Source: an optimization exercise on an open RTL-to-GDS flow (aim: small area, a short achievable clock period and few clock cycles per item). Production flows keep margins and buffers that such runs may drop. At most, simulation tests tie the RTL to the original design; equivalence was not proved. The RTL of run 4 was laid out without a check of its function.

File: flow/flow/run.sh
#!/bin/bash
set -o pipefail
export BUFFER_PORTS_ARGS="-buffer_cell sky130_fd_sc_hd__buf_1"
bash standard.sh > standard_flow.log 2>&1
File: flow/standard.sh
#!/bin/bash
# synth_recipe.tcl (not shown) runs the flow's synth.tcl, then flattens the netlist and writes it again
# the make line also repeats each setting of config.mk as NAME=value (left out here)
make -C /OpenROAD-flow-scripts/flow DESIGN_CONFIG=/design/flow/config.mk WORK_HOME=/design/flow/orfs CLKGATE_MAP_FILE= SYNTH_SCRIPT=/design/flow/synth_recipe.tcl "${@:-finish}"
File: flow/config.mk
export PLATFORM = sky130hd
export DESIGN_NAME = sha256_stream_core
export DESIGN_NICKNAME = sha256_stream_core
export VERILOG_FILES = /design/flow/design.v
export SDC_FILE = /design/flow/constraint.sdc
export NUM_CORES = 4
export LEC_CHECK = 0
export CAP_MARGIN = 20
export CORE_MARGIN = 2
export CORE_UTILIZATION = 40
export CTS_BUF_LIST = sky130_fd_sc_hd__clkbuf_8
export CTS_CLUSTER_DIAMETER = 60
export CTS_CLUSTER_SIZE = 12
export SETUP_SLACK_MARGIN = 3.0
export SLEW_MARGIN = 20
export TNS_END_PERCENT = 5
File: flow/constraint.sdc
create_clock -name core_clock -period 8.0 [get_ports {clk}]
set_input_delay 1.6000 -clock core_clock [delete_from_list [all_inputs] [get_ports {clk}]]
set_output_delay 1.6000 -clock core_clock [all_outputs]
set_load 0.01 [all_outputs]
File: flow/design.v
module sha256_stream_core (
    input  logic         clk,
    input  logic         rst,
    input  logic         valid_in,
    output logic         ready_in,
    input  logic         first_in,
    input  logic         last_in,
    input  logic [511:0] data_in,
    output logic [255:0] data_out,
    output logic         valid_out,
    output logic         busy
);
    localparam logic [31:0] IV0 = 32'h6a09e667;
    localparam logic [31:0] IV1 = 32'hbb67ae85;
    localparam logic [31:0] IV2 = 32'h3c6ef372;
    localparam logic [31:0] IV3 = 32'ha54ff53a;
    localparam logic [31:0] IV4 = 32'h510e527f;
    localparam logic [31:0] IV5 = 32'h9b05688c;
    localparam logic [31:0] IV6 = 32'h1f83d9ab;
    localparam logic [31:0] IV7 = 32'h5be0cd19;
    localparam logic [31:0] K0  = 32'h428a2f98;
    localparam logic [31:0] Y_IV = IV7 + K0;         
    localparam logic [31:0] Z_IV = IV3 + IV7 + K0;   
    function automatic logic [31:0] k_next(input logic [5:0] idx);
        case (idx)
            6'd0: k_next = 32'h71374491;
            6'd1: k_next = 32'hb5c0fbcf;
            6'd2: k_next = 32'he9b5dba5;
            6'd3: k_next = 32'h3956c25b;
            6'd4: k_next = 32'h59f111f1;
            6'd5: k_next = 32'h923f82a4;
            6'd6: k_next = 32'hab1c5ed5;
            6'd7: k_next = 32'hd807aa98;
            6'd8: k_next = 32'h12835b01;
            6'd9: k_next = 32'h243185be;
            6'd10: k_next = 32'h550c7dc3;
            6'd11: k_next = 32'h72be5d74;
            6'd12: k_next = 32'h80deb1fe;
            6'd13: k_next = 32'h9bdc06a7;
            6'd14: k_next = 32'hc19bf174;
            6'd15: k_next = 32'he49b69c1;
            6'd16: k_next = 32'hefbe4786;
            6'd17: k_next = 32'h0fc19dc6;
            6'd18: k_next = 32'h240ca1cc;
            6'd19: k_next = 32'h2de92c6f;
            6'd20: k_next = 32'h4a7484aa;
            6'd21: k_next = 32'h5cb0a9dc;
            6'd22: k_next = 32'h76f988da;
            6'd23: k_next = 32'h983e5152;
            6'd24: k_next = 32'ha831c66d;
            6'd25: k_next = 32'hb00327c8;
            6'd26: k_next = 32'hbf597fc7;
            6'd27: k_next = 32'hc6e00bf3;
            6'd28: k_next = 32'hd5a79147;
            6'd29: k_next = 32'h06ca6351;
            6'd30: k_next = 32'h14292967;
            6'd31: k_next = 32'h27b70a85;
            6'd32: k_next = 32'h2e1b2138;
            6'd33: k_next = 32'h4d2c6dfc;
            6'd34: k_next = 32'h53380d13;
            6'd35: k_next = 32'h650a7354;
            6'd36: k_next = 32'h766a0abb;
            6'd37: k_next = 32'h81c2c92e;
            6'd38: k_next = 32'h92722c85;
            6'd39: k_next = 32'ha2bfe8a1;
            6'd40: k_next = 32'ha81a664b;
            6'd41: k_next = 32'hc24b8b70;
            6'd42: k_next = 32'hc76c51a3;
            6'd43: k_next = 32'hd192e819;
            6'd44: k_next = 32'hd6990624;
            6'd45: k_next = 32'hf40e3585;
            6'd46: k_next = 32'h106aa070;
            6'd47: k_next = 32'h19a4c116;
            6'd48: k_next = 32'h1e376c08;
            6'd49: k_next = 32'h2748774c;
            6'd50: k_next = 32'h34b0bcb5;
            6'd51: k_next = 32'h391c0cb3;
            6'd52: k_next = 32'h4ed8aa4a;
            6'd53: k_next = 32'h5b9cca4f;
            6'd54: k_next = 32'h682e6ff3;
            6'd55: k_next = 32'h748f82ee;
            6'd56: k_next = 32'h78a5636f;
            6'd57: k_next = 32'h84c87814;
            6'd58: k_next = 32'h8cc70208;
            6'd59: k_next = 32'h90befffa;
            6'd60: k_next = 32'ha4506ceb;
            6'd61: k_next = 32'hbef9a3f7;
            6'd62: k_next = 32'hc67178f2;
            6'd63: k_next = 32'h428a2f98;
            default: k_next = 32'h0;
        endcase
    endfunction
    function automatic logic [31:0] bsig0(input logic [31:0] x);
        bsig0 = {x[1:0], x[31:2]} ^ {x[12:0], x[31:13]} ^ {x[21:0], x[31:22]};
    endfunction
    function automatic logic [31:0] bsig1(input logic [31:0] x);
        bsig1 = {x[5:0], x[31:6]} ^ {x[10:0], x[31:11]} ^ {x[24:0], x[31:25]};
    endfunction
    function automatic logic [31:0] ssig0(input logic [31:0] x);
        ssig0 = {x[6:0], x[31:7]} ^ {x[17:0], x[31:18]} ^ {3'b0, x[31:3]};
    endfunction
    function automatic logic [31:0] ssig1(input logic [31:0] x);
        ssig1 = {x[16:0], x[31:17]} ^ {x[18:0], x[31:19]} ^ {10'b0, x[31:10]};
    endfunction
    function automatic logic [31:0] maj(input logic [31:0] x, input logic [31:0] y,
                                        input logic [31:0] z);
        maj = (x & y) | (x & z) | (y & z);
    endfunction
    function automatic logic [63:0] csa(input logic [31:0] x, input logic [31:0] y,
                                        input logic [31:0] z);
        logic [31:0] s, c, m;
        s = x ^ y ^ z;
        m = maj(x, y, z);
        c = {m[30:0], 1'b0};
        csa = {c, s};
    endfunction
    logic [5:0]   cnt_q;        
    logic         run_q;        
    logic         ready_q;      
    logic         busy_q;
    logic         last_q;
    logic         valid_q;
    logic         gsel_q;       
    logic         c61_q;        
    logic         c62_q;        
    logic         c63_q;        
    logic         chain_iv_q;   
    logic         base_iv_q;    
    logic [255:0] dout_q;
    logic [31:0]  a_q, b_q, c_q, d_q, e_q, f_q, g_q, h_q;
    logic [31:0]  y_q;          
    logic [31:0]  z_q;          
    logic [31:0]  w_q [16];     
    logic [31:0]  ha_q [4];     
    logic [31:0]  he_q [4];     
    logic accept;
    logic done;                 
    logic ivsel;                
    logic [5:0] cnt_d;
    logic       run_d;
    assign accept    = ready_q & valid_in & ~rst;
    assign done      = c63_q;
    assign ivsel     = first_in | (chain_iv_q & ~run_q);
    assign ready_in  = ready_q;
    assign busy      = busy_q;
    assign valid_out = valid_q;
    assign data_out  = dout_q;
    logic [31:0] base0, base4;
    assign base0 = base_iv_q ? IV0 : ha_q[0];
    assign base4 = base_iv_q ? IV4 : he_q[0];
    logic [31:0] s1, ch, s0, mj, wt;
    logic [63:0] t1c, t2c, l2, l3, e2;
    logic [31:0] a_new, e_new;
    always_comb begin
        wt  = w_q[0];
        s1  = bsig1(e_q);
        ch  = (e_q & f_q) ^ (~e_q & g_q);
        s0  = bsig0(a_q);
        mj  = maj(a_q, b_q, c_q);
        t1c = csa(wt, s1, ch);
        t2c = csa(y_q, s0, mj);
        l2  = csa(t1c[31:0], t1c[63:32], t2c[31:0]);
        l3  = csa(l2[31:0], l2[63:32], t2c[63:32]);
        a_new = l3[31:0] + l3[63:32];
        e2  = csa(t1c[31:0], t1c[63:32], z_q);
        e_new = e2[31:0] + e2[63:32];
    end
    logic [63:0] w1, w2;
    logic [31:0] w_new;
    always_comb begin
        w1 = csa(w_q[0], w_q[9], ssig0(w_q[1]));
        w2 = csa(w1[31:0], w1[63:32], ssig1(w_q[14]));
        w_new = w2[31:0] + w2[63:32];
    end
    logic [31:0] op_g, op_c, kn, m0, m4;
    logic [63:0] y2, z2, z3;
    logic [31:0] y_calc, z_calc;
    always_comb begin
        op_g = gsel_q ? he_q[3] : g_q;
        op_c = gsel_q ? ha_q[3] : c_q;
        kn   = k_next(cnt_q);
        m0   = c62_q ? base0 : 32'h0;
        m4   = c62_q ? base4 : 32'h0;
        y2   = csa(op_g, kn, m0);
        y_calc = y2[31:0] + y2[63:32];
        z2   = csa(op_g, kn, op_c);
        z3   = csa(z2[31:0], z2[63:32], m4);
        z_calc = z3[31:0] + z3[63:32];
    end
    logic [31:0] ff_a, ff_e;
    always_comb begin
        logic [31:0] sa, se, xa, xe;
        if (c61_q) begin
            sa = base_iv_q ? IV3 : ha_q[3];
            se = base_iv_q ? IV7 : he_q[3];
        end else if (c62_q) begin
            sa = base_iv_q ? IV2 : ha_q[2];
            se = base_iv_q ? IV6 : he_q[2];
        end else begin
            sa = base_iv_q ? IV1 : ha_q[1];
            se = base_iv_q ? IV5 : he_q[1];
        end
        xa = run_q ? a_q : 32'h0;
        xe = run_q ? e_q : 32'h0;
        ff_a = sa + xa;
        ff_e = se + xe;
    end
    always_ff @(posedge clk) begin
        if (ready_q) begin
            for (int i = 0; i < 16; i++) w_q[i] <= data_in[511 - 32*i -: 32];
        end else begin
            for (int i = 0; i < 15; i++) w_q[i] <= w_q[i + 1];
            w_q[15] <= w_new;
        end
        a_q <= (ready_q && (ivsel || !run_q)) ? (ivsel ? IV0 : ha_q[0]) : a_new;
        e_q <= (ready_q && (ivsel || !run_q)) ? (ivsel ? IV4 : he_q[0]) : e_new;
        if (ready_q && ivsel) begin
            b_q <= IV1; c_q <= IV2; d_q <= IV3;
            f_q <= IV5; g_q <= IV6; h_q <= IV7;
        end else begin
            if (ready_q) begin
                b_q <= ff_a;
                c_q <= ha_q[2];
                d_q <= ha_q[3];
                f_q <= ff_e;
                g_q <= he_q[2];
                h_q <= he_q[3];
            end else begin
                b_q <= a_q; c_q <= b_q; d_q <= c_q;
                f_q <= e_q; g_q <= f_q; h_q <= g_q;
            end
        end
        y_q <= (ready_q && ivsel) ? Y_IV : y_calc;
        z_q <= (ready_q && ivsel) ? Z_IV : z_calc;
        if (c61_q) begin
            ha_q[3] <= ff_a; he_q[3] <= ff_e;
        end
        if (c62_q) begin
            ha_q[2] <= ff_a; he_q[2] <= ff_e;
        end
        if (c63_q) begin
            ha_q[1] <= ff_a; he_q[1] <= ff_e;
            ha_q[0] <= a_new; he_q[0] <= e_new;
        end
    end
    always_comb begin
        if (rst) cnt_d = 6'd63;
        else if (accept) cnt_d = 6'd0;
        else if (ready_q) cnt_d = 6'd63;
        else cnt_d = cnt_q + 6'd1;
        if (rst) run_d = 1'b0;
        else if (accept) run_d = 1'b1;
        else if (ready_q) run_d = 1'b0;
        else run_d = run_q;
    end
    always_ff @(posedge clk) begin
        cnt_q   <= cnt_d;
        ready_q <= (cnt_d == 6'd63);
        busy_q  <= (cnt_d != 6'd63);
        gsel_q  <= (cnt_d == 6'd63);
        run_q   <= run_d;
        c61_q   <= run_d && cnt_d == 6'd61;
        c62_q   <= run_d && cnt_d == 6'd62;
        c63_q   <= run_d && cnt_d == 6'd63;
        if (rst) begin
            valid_q    <= 1'b0;
            dout_q     <= '0;
            chain_iv_q <= 1'b1;
            base_iv_q  <= 1'b0;
        end else begin
            valid_q <= done & last_q;
            if (done & last_q)
                dout_q <= {a_new, ff_a, ha_q[2], ha_q[3], e_new, ff_e, he_q[2], he_q[3]};
            if (done)
                chain_iv_q <= 1'b0;
            if (accept) begin
                last_q    <= last_in;
                base_iv_q <= ivsel;
            end else if (ready_q) begin
                base_iv_q <= 1'b0;
            end
        end
    end
endmodule
==> results of run 1 <==
-- placed cells by master (no fill, tap or decap), drive strengths merged, types with 21 or more instances in the layout --
cell type	count
a211oi	63
a21o	89
a21oi	519
a22o	30
a31oi	34
and2	93
and3	45
buf	884
clkbuf	172
dfxtp	1071
diode	23
edfxtp	257
fa	284
ha	235
inv	417
maj3	57
mux2	496
mux2i	217
nand2	739
nand2b	68
nand3	82
nand4	21
nor2	344
nor2b	30
nor3	95
o211ai	27
o21a	58
o21ai	276
o21bai	30
o22a	31
o31ai	26
xnor2	373
xor2	98
-- metrics by stage --
stage	setup slack (ns)	cell area [sq um]	utilization
after floorplan	2.990	68900	-
after global placement	2.120	73940	0.4315
after detailed placement	2.084	73940	0.4315
after CTS	2.838	77600	0.4529
after global routing	2.854	78350	0.4572
final	2.804	78370	0.4574
-- worst paths after layout --
path / end / startpoint / cells past startpoint
setup / recovery: a_q[29] / e_q[23] / 14
hold reg to reg: w_q[12][31] / w_q[13][31] / 1
hold / removal: w_q[12][31] / w_q[13][31] / 1
setup reg to reg: a_q[29] / e_q[23] / 14
-- cells by family after synthesis --
kind of cell | count (synthesis) | synth area share
buffers and inverters | 747 | 0.04085
and+or+nand+nor | 1595 | 0.1035
xor gates and xnor gates | 471 | 0.05999
adders and majority gates | 576 | 0.1335
AOI/OAI and AO/OA | 1371 | 0.1263
muxes | 713 | 0.1126
DFF | 1328 | 0.4233
-- Yosys cell counts (10+ instances only) --
cell type / n
o221ai_1: 13
and3_1: 45
nor2b_1: 30
or3_1: 16
ha_1: 235
clkbuf_1: 333
a31oi_1: 33
a21oi_1: 515
o21ai_1: 14
a2111oi_0: 12
fa_1: 284
nand4_1: 21
o22ai_1: 13
xnor2_1: 372
nor4_1: 14
nand3_1: 82
nor2_1: 342
dfxtp_1: 1071
or2_2: 12
a22oi_1: 19
a21o_1: 89
inv_1: 355
nor3b_1: 10
o31ai_1: 22
a22o_1: 30
mux2_2: 496
nand2b_1: 68
o211ai_1: 27
maj3_1: 57
a221oi_1: 12
nand2_1: 739
and2_1: 92
buf_1: 46
edfxtp_1: 257
a211oi_1: 60
o21a_1: 58
o21bai_1: 29
o21ai_0: 262
mux2i_1: 217
nor3_1: 94
o22a_1: 31
xor2_1: 98
-- worst max-delay path, stage by stage, from the launching register on --
cell and delay, ns:
dfxtp_2 0.63, mux2i_1 0.64, fa_1 0.53, inv_1 0.23
fa_1 0.48, fa_1 0.44, ha_1 0.43, o21ai_0 0.12
a21oi_1 0.21, o2111a_1 0.20, o21ai_0 0.08, o21ai_1 0.30
nor2_1 0.09, xnor2_1 0.41, o22a_1 0.31
-- layer usage --
metal  vias up  routed length [microns]  global-route usage
met5         -                      333                   0
met4        22                    16330              0.1603
met3       497                    25840             0.06239
met2      2770                   130800              0.5017
met1     27800                   124500              0.4519
li1      24790                        -                   -
-- registers in the layout, indices dropped and copies added, names as in the netlist, 6 cells and up --
signal,count
a_q,32
b_q,32
c_q,32
cnt_q,6
dout_q,256
e_q,32
f_q,32
g_q,32
ha_q,128
he_q,128
kn,32
w_q,512
y_q,32
z_q,32
-- timing repair --
item / CTS / global route
cloned: 1 / 2
resized for setup: 81 / 111
endpoints found under the setup margin: 270 / 235
pin swaps: 12 / 21
setup buffers: 16 / 17
-- area by class of cell --
cell class	count	share of cell area
multi-input combinational	4726	0.4798
sequential	1328	0.3733
timing repair buffer	889	0.05160
tap	2310	0.03688
clock buffer	168	0.02950
inverter	360	0.01729
clock inverter	93	0.01089
antenna	23	0.0007344
==> impl_metrics.yaml, run 1 <==
die:
  die_h_microns: 419.0
  rows: 152
  die_w_microns: 419.0
  start_util: 0.4020
  core_sq_um: 171400
  die_area_sq_um: 175600
  io_pins: 776
clock_network:
  cts_buffers: 154
  insertion_delay_ns: 0.98
  root_buffer: "clkbuf_8"
  cts_tree: "built"
  postCtsHoldBufs: 0
  clkTransAtPathRegs_ns: 0.09
  htreeDepth: 4
  cts_buffer_depth: 3
  cts.sinks: 1328
sta:
  timing.final.max_slew_violations: 0
  maxSlewHeadroom: 0.1735
  rsz0062_at_grt: "true"
  worst_slew_pin_slew_ns: 1.205
  clock_skew_ns: 0.05284
  period_share: 0.6495
  setup_viol: 0
  max_freq_mhz: 192.5
  fin_hold_ws_ns: 0.4403
  setup_tns_ns: 0
  period_minus_slack_ns: 5.196
  hold_viol_final: 0
route:
  drc_errors: 0
  via_count: 55880
  firstDrtPassIters: 8
  wirelength_microns: 297900
  via_per_inst: 5.646
  first_iter_violations: 6416
  wl_per_cell_microns: 30.10
  ant_nets: 0
worst_setup_path:
  cp-start-kind: "flip-flop"
  critical_path.max_fanout: 6
  cp.arrival_ns: 6.08
  rrSetupSlack_ns: 2.80
  end_kind: "flip-flop"
  cp.required_ns: 8.88
  criticalPathCategory: "reg2reg"
final_layout:
  multi_input_area_sq_um: 37600
  drive_above_1_share: 0.1375
  fin_nets: 8495
  areaGrowthSynthToFinish_pct: 13.77
  seq_area_sq_um: 29260
  layout.cells.non_filler: 9897
  nFillCells: 16520
placed_design:
  hpwl_microns: 233900
  routabilityCongestion: 1.033
  dp.cells: 9577
  portBuffers: 775
logic_synthesis:
  synth_top_area_cell: "dfxtp_1"
  synth_ff_type: "dfxtp_1"
  synth-seq-cells: 1328
  async_flop_share: 0
  yosysSeqAreaShare: 0.4233
  synth_edf_count: 257
  synth_nets: 7837
  synthTopCellsByArea: "dfxtp_1 (31%), edfxtp_1 (11%), fa_1 (8.3%)"
  syn_area_per_cell_sq_um: 10.13
  synth_cell_types: 98
  syn_area_sq_um: 68890
  yosysTopAreaCellShare: 0.3112
  netlist_instances: 6801
  yosys_warnings: 4
worst_hold_path:
  hp-class: "reg2reg"
global_route:
  grt_pass1_vias: 53200
  grtUsageTotal: 0.3308
  grt_pass1_wl_microns: 409300
  grt_max_degree: 147
  antenna_found_initial: 43
  gr-total-overflow: 0
outcome:
  status: "no timing/DRC/antenna violations"
job:
  drv_cap: 0
Testbench counts, summed over its fixed seeds: cycles 16,208, blocks 253.
==> run 2, diff against run 1 <==
--- a/flow/config.mk
+++ b/flow/config.mk
@@ -13,3 +13,4 @@
 export CTS_CLUSTER_SIZE = 12
-export SETUP_SLACK_MARGIN = 3.0
+export PLACE_DENSITY = 0.75
+export SETUP_SLACK_MARGIN = 3.5
 export SLEW_MARGIN = 20
==> run 2 against run 1 <==
Compared with the run above:
- fmax rose by 4.2%
- count of clock-buffer cells in the layout decreased by 17
- synthesized cell count did not move
- critical endpoint is now ha_q[0][30]
==> impl_metrics.yaml, run 2 <==
outcome:
  status: "no timing/DRC/antenna violations"
sta:
  hold_viol_final: 0
  fin_hold_ws_ns: 0.4165
  rsz0062_at_grt: "true"
  setup_viol: 0
  timing.final.max_slew_violations: 0
  maxSlewHeadroom: 0.2460
  max_freq_mhz: 200.5
  period_share: 0.6233
  period_minus_slack_ns: 4.986
  worst_slew_pin_slew_ns: 1.123
  clock_skew_ns: 0.07837
  setup_tns_ns: 0
  setup_slack_ns: 3.014
logic_synthesis:
  yosysMostFrequentCell: "dfxtp_1"
  synth_cell_types: 98
  synth_edf_count: 257
  async_flop_share: 0
  synth_top_area_cell: "dfxtp_1"
  netlist_instances: 6801
  yosysTopAreaCellShare: 0.3112
  synth_ff_type: "dfxtp_1"
  synthTopCellsByArea: "dfxtp_1 (31%), edfxtp_1 (11%), fa_1 (8.3%)"
  synth-seq-cells: 1328
  syn_area_sq_um: 68890
  synth_nets: 7837
  syn_area_per_cell_sq_um: 10.13
  yosys_warnings: 4
  synth_commonest_cells: "dfxtp_1 (1,071), nand2_1 (739), a21oi_1 (515), mux2_2 (496), xnor2_1 (372)"
  yosysSeqAreaShare: 0.4233
clock_network:
  cts_buffer_depth: 3
  htreeDepth: 4
  cts_buffers: 148
  clkTransAtPathRegs_ns: 0.09
  insertion_delay_ns: 0.97
  cts.sinks: 1328
  root_buffer: "clkbuf_8"
  cts_tree: "built"
route:
  via_count: 56350
  drc_errors: 0
  wl_per_cell_microns: 29.05
  first_iter_violations: 6221
  via_per_inst: 5.678
  ant_nets: 0
  wirelength_microns: 288300
  firstDrtPassIters: 7
job:
  drv_cap: 0
die:
  io_pins: 776
  die_w_microns: 419.0
  die_h_microns: 419.0
  rows: 152
  start_util: 0.4020
  die_area_sq_um: 175600
  core_sq_um: 171400
final_layout:
  drive_above_1_share: 0.1513
  nFillCells: 16050
  multi_input_area_sq_um: 38180
  reg_top3: "w_q (512), dout_q (256)"
  final_cell_mix: "dfxtp_1 (1,018), buf_1 (774), nand2_1 (736)"
  largest_register_ffs: 512
  fin_nets: 8522
  layout_commonest_cell: "dfxtp_1"
  stdcell_area_sq_um: 79080
  areaGrowthSynthToFinish_pct: 14.79
  seq_area_sq_um: 29300
  regMostFlops: "w_q"
worst_hold_path:
  min_from: "w_q[6][14]"
  hp-class: "reg2reg"
  min_path_cells: 1
worst_setup_path:
  slowest_stage: "fa_2"
  cp-startpoint: "a_q[15]"
  crit_family: "adder cells"
  r2r_cells: 16
  cp_num_buf_inv: 1
  cp.arrival_ns: 5.63
  path_depth: 16
  cp.required_ns: 8.65
  criticalPathCategory: "reg2reg"
  cp-start-kind: "flip-flop"
  slowest_delay_ns: 0.60
  crit_chain: "xnor2_2 > xnor2_2 > fa_2 > maj3_2 > fa_1 > inv_1 > fa_2 > nor2b_2 > o31a_1 > o211ai_1 > a21oi_2 > a21oi_4 > o211a_1 > nor3b_4 > nor2_1 > xnor2_1"
  end_kind: "flip-flop"
  rrSetupSlack_ns: 3.01
  critical_path.max_fanout: 6
  r2r-start: "a_q[15]"
placed_design:
  portBuffers: 775
  dp_slack_ns: 1.714
  routabilityCongestion: 1.054
  hpwl_microns: 223700
  dpl-instance-area_sq_um: 73940
global_route:
  grt_pass1_wl_microns: 398600
  grt_pass1_vias: 53990
  gr-total-overflow: 0
  grtUsageTotal: 0.3188
  grt_max_degree: 205
  antenna_found_initial: 37
[run 2: per-stage QoR]
stage / util / cells
2_1_floorplan: - / 6801
3_3_place_gp: 0.4315 / 9568
3_5_place_dp: 0.4315 / 9568
4_1_cts: 0.4572 / 9864
5_1_grt: 0.4613 / 9911
6_report: 0.4615 / 9924
[run 2: repair_timing]
action / CTS / global route
setup endpoints to repair: 468 / 338
setup buffers: 47 / 26
resized for setup: 234 / 100
pin swaps: 67 / 34
cloned: 5 / 0
hold buffers: 0 / 0
[run 2: worst paths after layout]
check | end
worst min-delay path | w_q[5][14]
worst min register to register | w_q[5][14]
worst max-delay path | ha_q[0][30]
worst max register to register | ha_q[0][30]
[run 2: logic make-up after synthesis]
family	after synthesis	synth area share
and+or+nand+nor	1595	0.1035
xor gates and xnor gates	471	0.05999
DFF	1328	0.4233
muxes	713	0.1126
adders and majority gates	576	0.1335
buffers and inverters	747	0.04085
AOI/OAI and AO/OA	1371	0.1263
[run 2: layout make-up]
type	instances	share of cell area
Multi-Input combinational cell	4726	0.4828
Sequential cell	1328	0.3706
Timing Repair Buffer	922	0.05595
Tap cell	2310	0.03655
Clock buffer	151	0.02628
Inverter	360	0.01725
Clock inverter	93	0.009557
Antenna cell	34	0.001076
[run 2: metal layers]
metal	GRT usage	vias to the layer above	wire length [microns]
met5	0	-	27
met4	0.1958	4	19780
met3	0.07053	614	27980
met2	0.4894	3206	127500
met1	0.4084	27650	113000
li1	-	24880	-
[run 2: worst reg2reg max path: cells and delay by family (launching register included)]
kind,cells,cell delay [ns]
flip-flops,1,0.39
AND/OR/NAND/NOR,3,0.48
AO/OA/AOI/OAI,5,1.05
XOR/XNOR,3,0.63
buffers and inverters,1,0.07
adder cells (fa/ha/maj),4,2.04
==> run 3, diff against run 2 <==
--- a/flow/config.mk
+++ b/flow/config.mk
@@ -10,6 +10,2 @@
 export CORE_UTILIZATION = 40
-export CTS_BUF_LIST = sky130_fd_sc_hd__clkbuf_8
-export CTS_CLUSTER_DIAMETER = 60
-export CTS_CLUSTER_SIZE = 12
-export PLACE_DENSITY = 0.75
 export SETUP_SLACK_MARGIN = 3.5
==> run 3 against run 2 <==
Compared with the run above:
- still clean on timing, DRC and antenna
- largest cell class unchanged
- count of clock-buffer cells in the layout is 70 higher
- global-route usage is 1.2 points higher
- clock skew is 0.024 ns lower
- hold slack better by 0.030 ns
- core utilization is 1.7 points higher
==> impl_metrics.yaml, run 3 <==
outcome:
  status: "no timing/DRC/antenna violations"
route:
  first_iter_violations: 5921
  via_count: 56440
  wirelength_microns: 299800
  ant_nets: 0
  firstDrtPassIters: 8
  wl_per_cell_microns: 30.05
  via_per_inst: 5.659
  drc_errors: 0
final_layout:
  final_cell_mix: "dfxtp_1 (998), buf_1 (774), nand2_1 (736)"
  fin_nets: 8548
  layout_commonest_cell: "dfxtp_1"
  drive_above_1_share: 0.1660
  multi_input_area_sq_um: 38540
  layout.cells.non_filler: 9974
  largest_register_ffs: 512
  seq_area_sq_um: 29340
  reg_top3: "w_q (512), dout_q (256)"
  regMostFlops: "w_q"
  areaGrowthSynthToFinish_pct: 18.95
  nFillCells: 16270
logic_synthesis:
  synthTopCellsByArea: "dfxtp_1 (31%), edfxtp_1 (11%), fa_1 (8.3%)"
  syn_area_sq_um: 68890
  synth_top_area_cell: "dfxtp_1"
  synth_cell_types: 98
  synth_ff_type: "dfxtp_1"
  syn_area_per_cell_sq_um: 10.13
  yosysSeqAreaShare: 0.4233
  synth_commonest_cells: "dfxtp_1 (1,071), nand2_1 (739), a21oi_1 (515), mux2_2 (496), xnor2_1 (372)"
  yosysTopAreaCellShare: 0.3112
  synth_nets: 7837
  netlist_instances: 6801
  yosys_warnings: 4
  synth_edf_count: 257
  yosysMostFrequentCell: "dfxtp_1"
  synth-seq-cells: 1328
  async_flop_share: 0
sta:
  setup_tns_ns: 0
  clock_skew_ns: 0.05468
  max_freq_mhz: 210.6
  setup_viol: 0
  hold_viol_final: 0
  setup_slack_ns: 3.252
  worst_slew_pin_slew_ns: 1.222
  timing.final.max_slew_violations: 0
  period_minus_slack_ns: 4.748
  maxSlewHeadroom: 0.1622
  period_share: 0.5935
  rsz0062_at_grt: "true"
worst_setup_path:
  r2r_cells: 20
  criticalPathCategory: "reg2reg"
  cp.arrival_ns: 5.48
  critical_path.max_fanout: 5
  r2r_end: "a_q[30]"
  r2r-start: "e_q[13]"
  slowest_delay_ns: 0.53
  end_kind: "flip-flop"
  cp-start-kind: "flip-flop"
  cp.required_ns: 8.73
  crit_chain: "xor2_4 > xnor2_4 > fa_2 > xor2_2 > xnor2_2 > fa_1 > inv_1 > ha_2 > inv_2 > fa_2 > nor2b_2 > o31a_1 > o211ai_1 > a21oi_2 > a21oi_2 > o211a_1 > nor3b_4 > buf_4 > and3_4 > nor3_2"
  slowest_stage: "fa_2"
  rrSetupSlack_ns: 3.25
die:
  core_sq_um: 171400
  die_h_microns: 419.0
  die_w_microns: 419.0
  io_pins: 776
  die_area_sq_um: 175600
  start_util: 0.4020
  rows: 152
placed_design:
  routabilityCongestion: 1.034
  hpwl_microns: 233700
  portBuffers: 775
  dp.cells: 9579
  dp_slack_ns: 2.090
worst_hold_path:
  hold_path_end: "w_q[2][9]"
  hp-class: "reg2reg"
  min_from: "w_q[3][9]"
  min_path_cells: 1
clock_network:
  cts.sinks: 1328
  cts_buffer_depth: 3
  root_buffer: "clkbuf_16"
  htreeDepth: 4
  insertion_delay_ns: 0.87
  cts_tree: "built"
  cts_buffers: 151
  clkTransAtPathRegs_ns: 0.06
job:
  drv_cap: 0
global_route:
  grt_pass1_vias: 53930
  grt_pass1_wl_microns: 410800
  antenna_found_initial: 61
  gr-total-overflow: 0
  grtUsageTotal: 0.3312
  grt_max_degree: 158
## run 3: cell types whose count changed in the layout (fill, tap and decap cells not counted), sizes merged
cell,change
clkbuf,+74
inv,-51
clkinv,+22
buf,+21
diode,-9
clkinvlp,-6
bufbuf,-2
bufinv,+1
## run 3: worst max-delay path by stage
stage               slack, ns           to    start  cells past startpoint
floorplan                3.28  dout_q[124]    c63_q                      4
global placement         2.19        kn[5]      rst                     11
detailed placement       2.09        kn[5]      rst                     11
CTS                      3.23      z_q[27]   gsel_q                     17
global route             3.19      z_q[30]   gsel_q                     16
finish                   3.25      a_q[30]  e_q[13]                     20
## run 3: logic make-up (layout without fill, tap and decap cells)
| family | count (synthesis) | count (layout) | synth area share |
|---|---|---|---|
| flip-flops | 1328 | 1328 | 0.4233 |
| XOR/XNOR | 471 | 471 | 0.05999 |
| buffers and inverters | 747 | 1585 | 0.04085 |
| AO/OA/AOI/OAI | 1371 | 1371 | 0.1263 |
| other | 0 | 25 | 0 |
| multiplexers | 713 | 713 | 0.1126 |
| adder cells (fa/ha/maj) | 576 | 576 | 0.1335 |
| AND/OR/NAND/NOR | 1595 | 1595 | 0.1035 |
## run 3: through the flow
step / utilization / hold slack [ns] / area (sq um)
after floorplan: - / 0.4340 / 69060
after global placement: 0.4317 / 0.4365 / 73980
after detailed placement: 0.4319 / 0.4412 / 74000
after CTS: 0.4727 / 0.4401 / 81000
after global routing: 0.4781 / 0.4527 / 81920
final: 0.4782 / 0.4461 / 81940
## run 3: routing by layer
metal | routed length (microns) | track usage | up-vias | part of all wire
li1 | - | - | 24990 | -
met1 | 125500 | 0.4464 | 28060 | 0.42
met2 | 132800 | 0.5093 | 2792 | 0.44
met3 | 25290 | 0.06873 | 578 | 0.084
met4 | 16050 | 0.1508 | 26 | 0.054
met5 | 167 | 0 | - | 0.00056
## run 3: worst max-delay path, delay by kind of cell (launching register included)
kind                       cells  cell delay [ns]
and+or+nand+nor                4             0.58
AOI/OAI and AO/OA              5             1.04
buffers and inverters          3             0.27
DFF                            1             0.39
adders and majority gates      4             1.50
xor gates and xnor gates       4             0.85
## run 3: cell type report
| class | instances | share of cell area |
|---|---|---|
| multi-input combinational | 4726 | 0.4703 |
| sequential | 1328 | 0.3580 |
| timing repair buffer | 945 | 0.05653 |
| clock buffer | 221 | 0.05353 |
| tap | 2310 | 0.03527 |
| inverter | 360 | 0.01658 |
| clock inverter | 59 | 0.008963 |
| antenna | 25 | 0.0007635 |
## run 3: what timing repair did
action                     CTS  global route
pin swaps                   74            28
setup endpoints to repair  410           297
gates resized for setup    299           106
buffers inserted            58            26
cloned                       3             3
hold buffers                 0             0
==> run 4, diff against run 3 <==
--- a/flow/design.v
+++ b/flow/design.v
@@ -185,4 +185,4 @@
         y_calc = y2[31:0] + y2[63:32];
-        z2   = csa(op_g, kn, op_c);
-        z3   = csa(z2[31:0], z2[63:32], m4);
+        z2   = csa(op_g, op_c, m4);
+        z3   = csa(z2[31:0], z2[63:32], kn);
         z_calc = z3[31:0] + z3[63:32];
--- a/flow/config.mk
+++ b/flow/config.mk
@@ -10,2 +10,5 @@
 export CORE_UTILIZATION = 40
+export CTS_BUF_LIST = sky130_fd_sc_hd__clkbuf_8
+export CTS_CLUSTER_DIAMETER = 60
+export CTS_CLUSTER_SIZE = 12
 export SETUP_SLACK_MARGIN = 3.5
==> run 4 against run 3 <==
Compared with the run above:
- still clean
- final cell count shrank 1.9%
- area after synthesis is 0.90% lower
- sequential share of layout area rose by 0.86 points
- highest routed layer unchanged
==> impl_metrics.yaml, run 4 <==
outcome:
  status: "no timing/DRC/antenna violations"
worst_setup_path:
  crit_path_frequent_cell: "fa_1"
  rrSetupSlack_ns: 3.14
  slowest_stage: "or4b_2"
  crit_chain: "mux2i_2 > fa_1 > inv_1 > fa_1 > ha_1 > and3_1 > or4b_2 > a21oi_1 > or2_1 > a21oi_2 > o21ai_1 > xnor2_2 > buf_4 > o21ai_0"
  critical_path.max_fanout: 6
  cp.arrival_ns: 5.70
  cp.required_ns: 8.84
  crit_family: "adder cells"
  r2r_end: "dout_q[119]"
  r2r-start: "e_q[17]"
  cp-start-kind: "flip-flop"
  end_kind: "flip-flop"
  cp_num_buf_inv: 2
  criticalPathCategory: "reg2reg"
  r2r_cells: 14
  slowest_delay_ns: 0.60
die:
  die_area_sq_um: 174000
  core_sq_um: 169500
  die_h_microns: 417.1
  die_w_microns: 417.1
  start_util: 0.4028
  io_pins: 776
  rows: 151
worst_hold_path:
  hp-class: "reg2reg"
  min_from: "w_q[3][15]"
  hold_path_end: "w_q[2][15]"
  min_path_cells: 1
logic_synthesis:
  yosys_warnings: 4
  synthTopCellsByArea: "dfxtp_1 (31%), edfxtp_1 (11%), fa_1 (8.3%)"
  syn_area_per_cell_sq_um: 10.18
  yosysTopAreaCellShare: 0.3141
  yosysSeqAreaShare: 0.4271
  yosysMostFrequentCell: "dfxtp_1"
  synth_top_area_cell: "dfxtp_1"
  syn_area_sq_um: 68260
  netlist_instances: 6708
  synth_edf_count: 257
  synth_commonest_cells: "dfxtp_1 (1,071), nand2_1 (744), a21oi_1 (501), mux2_2 (496), xnor2_1 (362)"
  async_flop_share: 0
  synth_ff_type: "dfxtp_1"
  synth-seq-cells: 1328
  synth_cell_types: 91
  synth_nets: 7744
final_layout:
  layout_commonest_cell: "dfxtp_1"
  nFillCells: 16170
  fin_nets: 8486
  largest_register_ffs: 512
  final_cell_mix: "dfxtp_1 (1,000), buf_1 (774), nand2_1 (740)"
  reg_top3: "w_q (512), dout_q (256)"
  regMostFlops: "w_q"
  drive_above_1_share: 0.1752
  areaGrowthSynthToFinish_pct: 17.12
global_route:
  grtUsageTotal: 0.3293
  grt_max_degree: 168
  gr-total-overflow: 0
  grt_pass1_vias: 54270
  grt_pass1_wl_microns: 405900
  antenna_found_initial: 26
route:
  wirelength_microns: 295100
  firstDrtPassIters: 6
  via_count: 54870
  first_iter_violations: 4421
  wl_per_cell_microns: 30.15
  ant_nets: 0
  drc_errors: 0
  via_per_inst: 5.605
placed_design:
  portBuffers: 775
  hpwl_microns: 229500
  routabilityCongestion: 1.018
sta:
  setup_tns_ns: 0
  hold_viol_final: 0
  worst_slew_pin_slew_ns: 1.237
  clock_skew_ns: 0.09507
  maxSlewHeadroom: 0.1735
  timing.final.max_slew_violations: 0
  max_freq_mhz: 205.8
  setup_viol: 0
  period_share: 0.6074
  rsz0062_at_grt: "true"
  period_minus_slack_ns: 4.859
clock_network:
  cts.sinks: 1328
  cts_buffers: 159
  insertion_delay_ns: 1.00
  root_buffer: "clkbuf_8"
  cts_buffer_depth: 3
  clkTransAtPathRegs_ns: 0.09
  htreeDepth: 4
  postCtsHoldBufs: 0
  cts_tree: "built"
job:
  drv_cap: 0
==> run 4: layout make-up <==
class	instances	area, sq um	share of cell area
flip-flops and latches	1328	29310	0.3666
well taps	2218	2775	0.03471
diodes	13	32.53	0.0004069
inverters	331	1251	0.01565
clock inverters	104	839.6	0.01050
clock buffers	165	2271	0.02840
multi-input cells	4656	38360	0.4798
repair buffers	974	5110	0.06391
==> run 4: worst max-delay path by stage <==
stage | depth (start not counted) | startpoint | slack (ns) | endpoint
floorplan | 21 | c62_q | 3.18 | z_q[21]
CTS | 19 | e_q[12] | 3.24 | dout_q[254]
finish | 14 | e_q[17] | 3.14 | dout_q[119]
detailed placement | 19 | e_q[26] | 2.23 | a_q[30]
global placement | 9 | rst | 2.19 | kn[1]
global route | 20 | e_q[12] | 3.02 | dout_q[254]
==> run 4: repair_timing <==
action                                  in CTS  in global routing
resized for setup                          352                119
pin swaps                                   75                 62
cloned                                      10                  4
buffers inserted                            63                 48
endpoints found under the setup margin     323                304
==> run 4: metrics by stage <==
| step | util | setup slack (ns) | instances | hold slack, ns | cell area (sq um) |
|---|---|---|---|---|---|
| floorplan | - | 3.180 | 6708 | 0.4339 | 68380 |
| global placement | 0.4320 | 2.193 | 9382 | 0.4369 | 73220 |
| detailed placement | 0.4321 | 2.233 | 9382 | 0.4417 | 73230 |
| CTS | 0.4646 | 3.243 | 9724 | 0.4537 | 78740 |
| global route | 0.4717 | 3.017 | 9785 | 0.4569 | 79940 |
| finish | 0.4718 | 3.141 | 9789 | 0.4498 | 79950 |
==> run 4: cell families (layout without fill, tap and decap cells) <==
logic type                 after synthesis  count (layout)  synth area share
buffers and inverters                  726            1574           0.04007
and+or+nand+nor                       1513            1515           0.09786
AOI/OAI and AO/OA                     1367            1367            0.1243
muxes                                  714             714            0.1138
xor gates and xnor gates               484             484           0.06210
other                                    0              13                 0
DFF                                   1328            1328            0.4271
adders and majority gates              576             576            0.1347
==> run 4: metal layers <==
| layer | vias up | global-route usage | share of wire | wire [microns] |
|---|---|---|---|---|
| met5 | - | 0 | 0.00011 | 31 |
| met1 | 27210 | 0.3716 | 0.36 | 106800 |
| met3 | 625 | 0.06666 | 0.073 | 21620 |
| li1 | 24540 | - | - | - |
| met2 | 2492 | 0.5659 | 0.49 | 144600 |
| met4 | 4 | 0.2118 | 0.075 | 22120 |
==> run 5, diff against run 4 <==
--- a/flow/design.v
+++ b/flow/design.v
@@ -185,4 +185,4 @@
         y_calc = y2[31:0] + y2[63:32];
-        z2   = csa(op_g, op_c, m4);
-        z3   = csa(z2[31:0], z2[63:32], kn);
+        z2   = csa(op_g, kn, op_c);
+        z3   = csa(z2[31:0], z2[63:32], m4);
         z_calc = z3[31:0] + z3[63:32];
--- a/flow/config.mk
+++ b/flow/config.mk
@@ -15,2 +15,2 @@
 export SLEW_MARGIN = 20
-export TNS_END_PERCENT = 5
+export TNS_END_PERCENT = 1
==> run 5 against run 4 <==
Compared with the run above:
- synthesized cell count rose by 1.4%
- fmax increased by 2.5%
- critical path type unchanged
- first-iteration DRC count up 35%
- hold slack better by 0.0021 ns
- sequential share of layout area grew 0.099 points
- register-to-register slack improved by 0.12 ns
- still clean on timing, DRC and antenna
==> impl_metrics.yaml, run 5 <==
clock_network:
  cts_buffer_depth: 3
  clkTransAtPathRegs_ns: 0.09
  cts_buffers: 152
  cts_tree: "built"
  root_buffer: "clkbuf_8"
  htreeDepth: 4
  postCtsHoldBufs: 0
  cts.sinks: 1328
  insertion_delay_ns: 1.00
placed_design:
  routabilityCongestion: 1.034
  dp.cells: 9579
  hpwl_microns: 233700
  portBuffers: 775
logic_synthesis:
  netlist_instances: 6801
  yosysSeqAreaShare: 0.4233
  synth_commonest_cells: "dfxtp_1 (1,071), nand2_1 (739), a21oi_1 (515), mux2_2 (496), xnor2_1 (372)"
  synth_nets: 7837
  synth-seq-cells: 1328
  yosysMostFrequentCell: "dfxtp_1"
  synth_edf_count: 257
  syn_area_sq_um: 68890
  yosysTopAreaCellShare: 0.3112
  yosys_warnings: 4
  synthTopCellsByArea: "dfxtp_1 (31%), edfxtp_1 (11%), fa_1 (8.3%)"
  async_flop_share: 0
  synth_cell_types: 98
  syn_area_per_cell_sq_um: 10.13
  synth_top_area_cell: "dfxtp_1"
  synth_ff_type: "dfxtp_1"
final_layout:
  largest_register_ffs: 512
  reg_top3: "w_q (512), dout_q (256)"
  drive_above_1_share: 0.1611
  layout_commonest_cell: "dfxtp_1"
  regMostFlops: "w_q"
  nFillCells: 16480
  layout.cells.non_filler: 9953
  seq_area_sq_um: 29320
  areaGrowthSynthToFinish_pct: 15.79
  fin_nets: 8542
  multi_input_area_sq_um: 38520
  final_cell_mix: "dfxtp_1 (1,001), buf_1 (774), nand2_1 (737)"
route:
  drc_errors: 0
  firstDrtPassIters: 6
  wl_per_cell_microns: 30.06
  via_count: 56340
  ant_nets: 0
  wirelength_microns: 299200
  first_iter_violations: 5951
  via_per_inst: 5.660
sta:
  worst_slew_pin_slew_ns: 1.163
  period_minus_slack_ns: 4.743
  setup_tns_ns: 0
  hold_viol_final: 0
  setup_viol: 0
  period_share: 0.5929
  maxSlewHeadroom: 0.2027
  rsz0062_at_grt: "true"
  clock_skew_ns: 0.05382
  timing.final.max_slew_violations: 0
  max_freq_mhz: 210.8
worst_setup_path:
  criticalPathCategory: "reg2reg"
  cp.arrival_ns: 5.64
  cp.required_ns: 8.90
  end_kind: "flip-flop"
  slowest_stage: "fa_2"
  critical_path.max_fanout: 4
  slowest_delay_ns: 0.56
  crit_family: "adder cells"
  cp-start-kind: "flip-flop"
  crit_chain: "clkinvlp_4 > xnor2_4 > fa_2 > xnor2_4 > xnor2_2 > fa_1 > inv_2 > ha_4 > nor2b_2 > o31a_1 > buf_4 > o21ai_4 > o211ai_1 > buf_4 > a31o_4 > a21oi_2 > a21oi_2 > xor2_1 > a22o_1"
  cp_num_buf_inv: 4
outcome:
  status: "no timing/DRC/antenna violations"
die:
  die_w_microns: 419.0
  die_h_microns: 419.0
  start_util: 0.4020
  rows: 152
  die_area_sq_um: 175600
  core_sq_um: 171400
  io_pins: 776
job:
  drv_cap: 0
global_route:
  grt_max_degree: 158
  grt_pass1_wl_microns: 409700
  grtUsageTotal: 0.3304
  gr-total-overflow: 0
  antenna_found_initial: 59
  grt_pass1_vias: 53710
worst_hold_path:
  hp-class: "reg2reg"
-- run 5: kinds of logic (layout without fill, tap and decap cells) --
family                     count (synthesis)  after routing  share of synthesized area
AOI/OAI and AO/OA                       1371           1371                     0.1263
xor gates and xnor gates                 471            471                    0.05999
adders and majority gates                576            576                     0.1335
buffers and inverters                    747           1554                    0.04085
DFF                                     1328           1328                     0.4233
muxes                                    713            713                     0.1126
other                                      0             35                          0
and+or+nand+nor                         1595           1595                     0.1035
-- run 5: final cells by class --
cell class / count / area share
Antenna cell: 35 / 0.001098
Inverter: 360 / 0.01703
Tap cell: 2310 / 0.03623
Timing Repair Buffer: 938 / 0.05689
Clock inverter: 94 / 0.01031
Sequential cell: 1328 / 0.3676
Multi-Input combinational cell: 4726 / 0.4829
Clock buffer: 162 / 0.02795
-- run 5: worst paths after layout --
check | from | end | slack [ns] | cells past startpoint
max | e_q[29] | a_q[28] | 3.26 | 19
min reg2reg | w_q[3][26] | w_q[2][26] | 0.45 | 1
min | w_q[3][26] | w_q[2][26] | 0.45 | 1
max reg2reg | e_q[29] | a_q[28] | 3.26 | 19
-- run 5: what timing repair did --
action / 4_1_cts / 5_1_grt
buffers inserted: 48 / 29
cloned: 4 / 2
endpoints found under the hold margin: 0 / 0
setup endpoints to repair: 413 / 284
resized for setup: 267 / 113
pin swaps: 55 / 40
-- run 5: metal layers --
metal	wire length, microns	track usage	vias up
met5	132	0	-
met4	14410	0.1488	22
met3	25500	0.06895	529
met2	133700	0.5091	2815
met1	125400	0.4447	28050
li1	-	-	24930
-- run 5: stage by stage --
stage                     utilization  area (sq um)  worst slack, ns  hold slack [ns]
final                          0.4655         79770            3.257           0.4520
after global routing           0.4653         79730            3.184           0.4525
after CTS                      0.4600         78820            3.295           0.4499
after detailed placement       0.4319         74000            2.090           0.4412
after global placement         0.4317         73980            2.194           0.4365
after floorplan                     -         69060            3.284           0.4340
Testbench counts of run 5, summed over its fixed seeds: cycles 16,208, blocks 253.
==> run 6, diff against run 5 <==
--- a/flow/config.mk
+++ b/flow/config.mk
@@ -7,3 +7,3 @@
 export LEC_CHECK = 0
-export CAP_MARGIN = 20
+export CAP_MARGIN = 10
 export CORE_MARGIN = 2
@@ -14,3 +14,3 @@
 export SETUP_SLACK_MARGIN = 3.5
-export SLEW_MARGIN = 20
-export TNS_END_PERCENT = 1
+export SLEW_MARGIN = 10
+export TNS_END_PERCENT = 5
==> run 6 against run 5 <==
Compared with the run above:
- still clean
- flip-flop and latch count is the same
- routed wire length shrank 0.30%
- via count decreased by 0.15%
- final cell count is 0.15% higher
- fmax is essentially flat
- register-to-register slack barely moved
- global-route usage fell by 0.059 points
- sequential share of layout area decreased by 0.11 points
==> impl_metrics.yaml, run 6 <==
worst_setup_path:
  criticalPathCategory: "reg2reg"
  crit_chain: "buf_4 > xnor2_1 > xnor2_1 > fa_1 > maj3_1 > fa_1 > ha_1 > nand2_1 > nor2_1 > o211ai_1 > a21oi_2 > a21oi_2 > o211a_1 > nor3b_4 > nor2_2 > xnor2_1"
  crit_path_frequent_cell: "xnor2_1"
  cp_num_buf_inv: 1
  slowest_stage: "fa_1"
  cp.arrival_ns: 5.51
  cp.required_ns: 8.77
  cp-start-kind: "flip-flop"
  critical_path.max_fanout: 6
  slowest_delay_ns: 0.59
  end_kind: "flip-flop"
  rrSetupSlack_ns: 3.26
  crit_family: "adder cells"
clock_network:
  insertion_delay_ns: 1.03
  cts_tree: "built"
  clkTransAtPathRegs_ns: 0.09
  cts.sinks: 1328
  postCtsHoldBufs: 0
  cts_buffer_depth: 3
  root_buffer: "clkbuf_8"
  htreeDepth: 4
  cts_buffers: 151
logic_synthesis:
  syn_area_sq_um: 68890
  async_flop_share: 0
  synthTopCellsByArea: "dfxtp_1 (31%), edfxtp_1 (11%), fa_1 (8.3%)"
  synth_edf_count: 257
  synth_top_area_cell: "dfxtp_1"
  syn_area_per_cell_sq_um: 10.13
  netlist_instances: 6801
  yosysSeqAreaShare: 0.4233
  synth-seq-cells: 1328
  yosysMostFrequentCell: "dfxtp_1"
  synth_nets: 7837
  synth_commonest_cells: "dfxtp_1 (1,071), nand2_1 (739), a21oi_1 (515), mux2_2 (496), xnor2_1 (372)"
  synth_ff_type: "dfxtp_1"
  synth_cell_types: 98
  yosysTopAreaCellShare: 0.3112
  yosys_warnings: 4
final_layout:
  areaGrowthSynthToFinish_pct: 16.16
  reg_top3: "w_q (512), dout_q (256)"
  layout_commonest_cell: "dfxtp_1"
  regMostFlops: "w_q"
  fin_nets: 8563
  stdcell_area_sq_um: 80020
  multi_input_area_sq_um: 38660
  drive_above_1_share: 0.1666
  final_cell_mix: "dfxtp_1 (997), buf_1 (774), nand2_1 (736)"
  seq_area_sq_um: 29330
  nFillCells: 16430
  largest_register_ffs: 512
die:
  die_w_microns: 419.0
  die_h_microns: 419.0
  io_pins: 776
  start_util: 0.4020
  core_sq_um: 171400
  die_area_sq_um: 175600
  rows: 152
global_route:
  antenna_found_initial: 59
  grt_pass1_wl_microns: 409300
  grt_util_met1: 0.4430
  grt_max_degree: 158
  grt_use_met2: 0.5076
  gr-total-overflow: 0
  grt_pass1_vias: 53640
  grtUsageTotal: 0.3298
  met3_usage: 0.06722
  busiest_layer: "met2"
sta:
  worst_slew_pin_slew_ns: 1.264
  rsz0062_at_grt: "true"
  hold_viol_final: 0
  setup_slack_ns: 3.258
  clock_skew_ns: 0.05800
  setup_tns_ns: 0
  max_freq_mhz: 210.9
  period_share: 0.5927
  period_minus_slack_ns: 4.742
  maxSlewHeadroom: 0.1333
  timing.final.max_slew_violations: 0
  setup_viol: 0
placed_design:
  dpl-instance-area_sq_um: 73990
  hpwl_microns: 233200
  dp_slack_ns: 2.077
  portBuffers: 775
  routabilityCongestion: 1.034
route:
  wl_per_cell_microns: 29.92
  ant_nets: 0
  via_count: 56250
  via_per_inst: 5.643
  first_iter_violations: 5625
  firstDrtPassIters: 6
  wirelength_microns: 298300
  drc_errors: 0
outcome:
  status: "no timing/DRC/antenna violations"
job:
  drv_cap: 0
worst_hold_path:
  hp-class: "reg2reg"
## run 6: cell counts after synthesis
No cell type changed its count.
## run 6: final cells by class
class                      instances  share of cell area
clock inverter                    93            0.009507
timing repair buffer             960             0.05932
clock buffer                     160             0.02752
antenna                           31           0.0009694
inverter                         360             0.01703
multi-input combinational       4726              0.4831
sequential                      1328              0.3665
tap                             2310             0.03612
## run 6: logic make-up (layout without fill, tap and decap cells)
kind of cell	after synthesis	after routing	share of synthesized area
AND/OR/NAND/NOR	1595	1595	0.1035
AO/OA/AOI/OAI	1371	1371	0.1263
flip-flops	1328	1328	0.4233
buffers and inverters	747	1573	0.04085
multiplexers	713	713	0.1126
adder cells (fa/ha/maj)	576	576	0.1335
XOR/XNOR	471	471	0.05999
other	0	31	0
## run 6: worst reg2reg max path: cells and delay by family, from the launching register on
| family | cells | cell delay, ns |
|---|---|---|
| buffers and inverters | 1 | 0.15 |
| adders and majority gates | 4 | 1.93 |
| AOI/OAI and AO/OA | 4 | 0.75 |
| xor gates and xnor gates | 3 | 0.58 |
| and+or+nand+nor | 4 | 0.72 |
| DFF | 1 | 0.39 |
## run 6: per-stage QoR
stage | hold WS, ns | utilization | instances
detailed placement | 0.4402 | 0.4318 | 9578
global placement | 0.4365 | 0.4317 | 9577
floorplan | 0.4340 | - | 6801
finish | 0.4548 | 0.4670 | 9968
CTS | 0.4472 | 0.4612 | 9902
global route | 0.4581 | 0.4668 | 9952
## run 6: metal layers
layer,vias up,wire length (microns)
li1,24960,-
met1,27960,124700
met2,2720,131300
met3,597,25420
met4,22,16680
met5,-,136
## run 6: path summary, 6_finish.rpt
| path | startpoint | to | cells past startpoint |
|---|---|---|---|
| worst max register to register | a_q[1] | ha_q[0][30] | 16 |
| worst min register to register | dout_q[75] | dout_q[75] | 2 |
| worst max-delay path | a_q[1] | ha_q[0][30] | 16 |
| worst min-delay path | dout_q[75] | dout_q[75] | 2 |
## run 6: what timing repair did
item / CTS / global route
gates cloned: 3 / 2
buffers inserted: 68 / 32
gates resized for setup: 313 / 110
pin swaps: 67 / 37
setup endpoints to repair: 419 / 307
==> run 7, diff against run 6 <==
--- a/flow/config.mk
+++ b/flow/config.mk
@@ -9,3 +9,3 @@
 export CORE_MARGIN = 2
-export CORE_UTILIZATION = 40
+export CORE_UTILIZATION = 47
 export CTS_BUF_LIST = sky130_fd_sc_hd__clkbuf_8
@@ -15,2 +15,2 @@
 export SLEW_MARGIN = 10
-export TNS_END_PERCENT = 5
+export TNS_END_PERCENT = 1
==> run 7 against run 6 <==
Compared with the run above:
- still clean on timing, DRC and antenna
- worst setup slack worse by 0.15 ns
- non-clock buffer count down 67
- area after synthesis is the same
- critical path type unchanged
- critical endpoint is now w_q[15][31]
==> impl_metrics.yaml, run 7 <==
logic_synthesis:
  yosysSeqAreaShare: 0.4233
  yosys.area_share.simple: 0.1035
  netlist_instances: 6801
  synth_xor_area_frac: 0.05999
  synth_top_area_cell: "dfxtp_1"
  synth_commonest_cells: "dfxtp_1 (1,071), nand2_1 (739), a21oi_1 (515), mux2_2 (496), xnor2_1 (372)"
  synth-compound-area-share: 0.1263
  async_flop_share: 0
  yosys_warnings: 4
  synth_fa_ha_area_frac: 0.1335
  syn_area_sq_um: 68890
  synth_ff_type: "dfxtp_1"
  synth_top_family_by_area: "adder cells"
  synthMuxAreaShare: 0.1126
  yosysMostFrequentCell: "dfxtp_1"
  synth_nets: 7837
  syn_area_per_cell_sq_um: 10.13
  yosysTopAreaCellShare: 0.3112
  synth_edf_count: 257
  synth_cell_types: 98
  synthTopCellsByArea: "dfxtp_1 (31%), edfxtp_1 (11%), fa_1 (8.3%)"
  synth-seq-cells: 1328
die:
  io_pins: 776
  die_area_sq_um: 149600
  rows: 140
  die_h_microns: 386.8
  start_util: 0.4732
  die_w_microns: 386.8
  core_sq_um: 145600
clock_network:
  postCtsHoldBufs: 0
  cts_buffers: 151
  cts_buffer_depth: 3
  clkTransAtPathRegs_ns: 0.08
  htreeDepth: 4
  cts.sinks: 1328
  root_buffer: "clkbuf_8"
  cts_tree: "built"
  insertion_delay_ns: 0.93
worst_setup_path:
  slowest_delay_ns: 0.55
  crit_family: "compound AO/OA/AOI/OAI gates"
  r2r_cells: 14
  cp.arrival_ns: 5.67
  cp_num_buf_inv: 0
  critical_path.max_fanout: 4
  end_kind: "flip-flop"
  cp-start-kind: "flip-flop"
  crit_path_frequent_cell: "fa_1"
  r2r_end: "w_q[15][31]"
  r2r-start: "w_q[1][17]"
  slowest_stage: "dfxtp_1"
  rrSetupSlack_ns: 3.11
  criticalPathCategory: "reg2reg"
  crit_chain: "xnor2_1 > xnor2_2 > fa_1 > fa_1 > ha_1 > and2_1 > a221o_1 > a21o_1 > a311oi_2 > nor3_1 > o311ai_2 > a21oi_1 > o21a_1 > o31ai_2"
  cp-startpoint: "w_q[1][17]"
  cp.required_ns: 8.78
sta:
  period_share: 0.6115
  timing.final.max_slew_violations: 0
  worst_slew_pin_slew_ns: 1.145
  max_freq_mhz: 204.4
  maxSlewHeadroom: 0.2304
  period_minus_slack_ns: 4.892
  rsz0062_at_grt: "true"
  setup_tns_ns: 0
  hold_viol_final: 0
  clock_skew_ns: 0.04618
  setup_viol: 0
final_layout:
  reg_top3: "w_q (512), dout_q (256)"
  largest_register_ffs: 512
  regMostFlops: "w_q"
  fin_nets: 8496
  areaGrowthSynthToFinish_pct: 13.34
  drive_above_1_share: 0.1413
  layout_commonest_cell: "dfxtp_1"
  fin_util: 0.5364
  final_cell_mix: "dfxtp_1 (1,012), buf_1 (774), nand2_1 (737)"
global_route:
  grt_pass1_vias: 54320
  antenna_found_initial: 68
  grtUsageTotal: 0.3947
  grt_pass1_wl_microns: 420100
  gr-total-overflow: 0
  grt_max_degree: 196
placed_design:
  hpwl_microns: 239200
  portBuffers: 775
  routabilityCongestion: 1.055
worst_hold_path:
  min_path_cells: 1
  hp-class: "reg2reg"
  min_from: "w_q[4][0]"
  hold_path_end: "w_q[3][0]"
route:
  wl_per_cell_microns: 31.92
  via_per_inst: 5.928
  via_count: 56430
  firstDrtPassIters: 6
  first_iter_violations: 6149
  drc_errors: 0
  ant_nets: 0
  wirelength_microns: 303800
outcome:
  status: "no timing/DRC/antenna violations"
job:
  drv_cap: 0
[run 7: cell counts after synthesis]
Identical to the previous run, type by type.
[run 7: area by class of cell]
type	count	area (sq um)
fillers	13550	67490
multi-input cells	4726	37730
flip-flops and latches	1328	29270
repair buffers	893	4208
well taps	1917	2399
clock buffers	160	2202
inverters	360	1351
clock inverters	91	802.0
diodes	43	107.6
[run 7: kinds of logic after synthesis]
group	count (synthesis)
muxes	713
xor gates and xnor gates	471
AOI/OAI and AO/OA	1371
adders and majority gates	576
buffers and inverters	747
DFF	1328
and+or+nand+nor	1595
[run 7: metal layers]
metal,track usage,share of wire
met2,0.6213,0.45
met3,0.08891,0.088
met5,0,0.00093
met1,0.5184,0.41
met4,0.1771,0.051
[run 7: worst max-delay path by stage]
stage                       end  slack (ns)  cells after the start
detailed placement       kn[13]        2.25                     12
floorplan           dout_q[124]        3.28                      4
finish              w_q[15][31]        3.11                     14
global placement         kn[13]        2.11                     12
CTS                     z_q[29]        3.20                     18
global route        ha_q[0][30]        3.03                     20
[run 7: through the flow]
| step | setup WS (ns) | cells | hold slack [ns] | area [sq um] |
|---|---|---|---|---|
| 6_report | 3.108 | 9518 | 0.4444 | 78070 |
| 5_1_grt | 3.026 | 9494 | 0.4580 | 78010 |
| 4_1_cts | 3.201 | 9463 | 0.4394 | 77720 |
| 3_5_place_dp | 2.248 | 9178 | 0.4402 | 73470 |
| 3_3_place_gp | 2.113 | 9178 | 0.4354 | 73470 |
| 2_1_floorplan | 3.284 | 6801 | 0.4340 | 69060 |
[run 7: what timing repair did]
action / CTS / global route
endpoints found under the hold margin: 0 / 0
pin swaps: 38 / 9
gates resized for setup: 205 / 30
buffers inserted: 31 / 12
gates cloned: 3 / 0
endpoints found under the setup margin: 379 / 334
==> run 8, diff against run 7 <==
--- a/flow/config.mk
+++ b/flow/config.mk
@@ -9,3 +9,3 @@
 export CORE_MARGIN = 2
-export CORE_UTILIZATION = 47
+export CORE_UTILIZATION = 40
 export CTS_BUF_LIST = sky130_fd_sc_hd__clkbuf_8
@@ -13,3 +13,3 @@
 export CTS_CLUSTER_SIZE = 12
-export SETUP_SLACK_MARGIN = 3.5
+export SETUP_SLACK_MARGIN = 3.75
 export SLEW_MARGIN = 10
==> run 8 against run 7 <==
Compared with the run above:
- highest routed layer unchanged
- largest cell class unchanged
- critical path type unchanged
- register-to-register slack got worse by 0.02 ns
- synthesized cell count did not move
- non-clock buffer count rose by 23
==> impl_metrics.yaml, run 8 <==
outcome:
  status: "no timing/DRC/antenna violations"
sta:
  period_minus_slack_ns: 4.907
  rsz0062_at_grt: "true"
  maxSlewHeadroom: 0.2081
  setup_viol: 0
  hold_viol_final: 0
  period_share: 0.6134
  setup_tns_ns: 0
  max_freq_mhz: 203.8
  worst_slew_pin_slew_ns: 1.179
die:
  core_sq_um: 171400
  io_pins: 776
  die_area_sq_um: 175600
  start_util: 0.4020
  die_h_microns: 419.0
  die_w_microns: 419.0
clock_network:
  root_buffer: "clkbuf_8"
  insertion_delay_ns: 1.01
  cts.sinks: 1328
  clkTransAtPathRegs_ns: 0.08
  cts_tree: "built"
  cts_buffers: 152
  htreeDepth: 4
placed_design:
  portBuffers: 775
  hpwl_microns: 245600
  dp.cells: 9576
route:
  wirelength_microns: 313200
  firstDrtPassIters: 6
  via_count: 55930
  ant_nets: 0
  wl_per_cell_microns: 31.63
  via_per_inst: 5.648
  drc_errors: 0
worst_setup_path:
  slowest_stage: "mux2i_1"
  crit_family: "adder cells"
  end_kind: "flip-flop"
  critical_path.max_fanout: 28
  slowest_delay_ns: 0.68
  cp.required_ns: 8.86
  cp_num_buf_inv: 6
  cp.arrival_ns: 5.76
  cp-start-kind: "flip-flop"
  criticalPathCategory: "reg2reg"
global_route:
  grt_max_degree: 187
  antenna_found_initial: 31
  gr-total-overflow: 0
  grt_pass1_wl_microns: 428100
  grtUsageTotal: 0.3489
logic_synthesis:
  yosysSeqAreaShare: 0.4233
  yosysTopAreaCellShare: 0.3112
  synthTopCellsByArea: "dfxtp_1 (31%), edfxtp_1 (11%), fa_1 (8.3%)"
  yosysMostFrequentCell: "dfxtp_1"
  synth_nets: 7837
  syn_area_sq_um: 68890
  async_flop_share: 0
  yosys_warnings: 4
  synth_cell_types: 98
  synth-seq-cells: 1328
  synth_top_area_cell: "dfxtp_1"
  synth_ff_type: "dfxtp_1"
final_layout:
  reg_top3: "w_q (512), dout_q (256)"
  largest_register_ffs: 512
  regMostFlops: "w_q"
  areaGrowthSynthToFinish_pct: 14.78
  final_cell_mix: "dfxtp_1 (1,012), buf_1 (774), nand2_1 (737)"
  drive_above_1_share: 0.1488
  fin_nets: 8521
job:
  drv_cap: 0
## run 8: cell counts after synthesis
Identical to the previous run, type by type.
## run 8: layout make-up
type	count	area [sq um]
fill	16630	92290
multi-input combinational	4727	38090
sequential	1328	29290
timing repair buffer	916	4483
tap	2310	2890
clock buffer	158	2175
inverter	360	1354
clock inverter	97	770.7
antenna	7	17.52
## run 8: metrics by stage
| step | util | hold WS [ns] | worst slack (ns) | cell area, sq um |
|---|---|---|---|---|
| floorplan | - | 0.4340 | 3.369 | 69140 |
| global placement | 0.4322 | 0.4370 | 2.121 | 74060 |
| detailed placement | 0.4322 | 0.4398 | 2.080 | 74060 |
| CTS | 0.4592 | 0.4289 | 3.207 | 78680 |
| global route | 0.4614 | 0.4529 | 3.045 | 79060 |
| finish | 0.4614 | 0.4362 | 3.093 | 79070 |
## run 8: path summary, 6_finish.rpt
kind              startpoint          to  slack (ns)  cells after the start
hold / removal    w_q[15][5]  w_q[14][5]        0.44                      1
setup / recovery      gsel_q     z_q[31]        3.09                     17
hold reg to reg   w_q[15][5]  w_q[14][5]        0.44                      1
setup reg to reg      gsel_q     z_q[31]        3.09                     17
## run 8: logic make-up after synthesis
logic type | Yosys count | share of synthesized area
and+or+nand+nor | 1595 | 0.1035
AOI/OAI and AO/OA | 1371 | 0.1263
DFF | 1328 | 0.4233
buffers and inverters | 747 | 0.04085
muxes | 713 | 0.1126
adders and majority gates | 576 | 0.1335
xor gates and xnor gates | 471 | 0.05999
## run 8: what timing repair did
item,CTS,global route
pin swaps,35,22
resized for setup,226,55
endpoints found under the setup margin,480,429
setup buffers,44,14
cloned,7,0
## run 8: metal layers
| layer | wire length [microns] | track usage | vias up |
|---|---|---|---|
| met5 | 126 | 0 | - |
| met4 | 21140 | 0.2020 | 18 |
| met3 | 21820 | 0.06663 | 609 |
| met2 | 149100 | 0.5833 | 2569 |
| met1 | 121000 | 0.4183 | 27900 |
| li1 | - | - | 24830 |

-- re-timing with driven ports --
The flow's constraints put no driver on any port. The routed layouts listed below were extracted and timed again, unchanged, in two steps. Step 1 assumes that a clkbuf_16 drives the clock port and a buf_2 every other input. Step 2 moves the port delays by t, midway between the first and last clock arrival at a register: inputs arrive t later, outputs are due t later. That takes back most of the time a late clock gives input paths. Three values: ideal, step 1, step 2; two values: the first two.
| run | shift t [ns] | slack for setup (ns) | clock arrival spread, ns | worst register clock-pin slew, ns | cell pins on the clock port's net |
|---|---|---|---|---|---|
| run 1 | 1.054 | 2.804 / 2.804 / 2.124 | 0.057 / 0.057 | 0.09 / 0.09 | 1 |
| run 2 | 1.014 | 3.014 / 3.014 / 2.583 | 0.079 / 0.080 | 0.10 / 0.10 | 1 |
| run 3 | 0.930 | 3.252 / 3.252 / 2.562 | 0.060 / 0.060 | 0.07 / 0.07 | 1 |
| run 4 | 1.047 | 3.141 / 3.141 / 2.477 | 0.095 / 0.095 | 0.10 / 0.10 | 1 |
| run 5 | 1.070 | 3.257 / 3.257 / 2.655 | 0.054 / 0.054 | 0.10 / 0.10 | 1 |
| run 6 | 1.086 | 3.258 / 3.258 / 2.558 | 0.058 / 0.058 | 0.10 / 0.10 | 1 |
| run 7 | 0.993 | 3.108 / 3.108 / 2.263 | 0.063 / 0.062 | 0.09 / 0.09 | 1 |
| run 8 | 1.068 | 3.093 / 3.093 / 2.224 | 0.072 / 0.072 | 0.10 / 0.10 | 1 |
After both steps setup and hold are still met in every run listed. For run 8, which loses most, drivers alone change the setup slack by 0.000 ns; drivers and shift together by -0.869 ns.
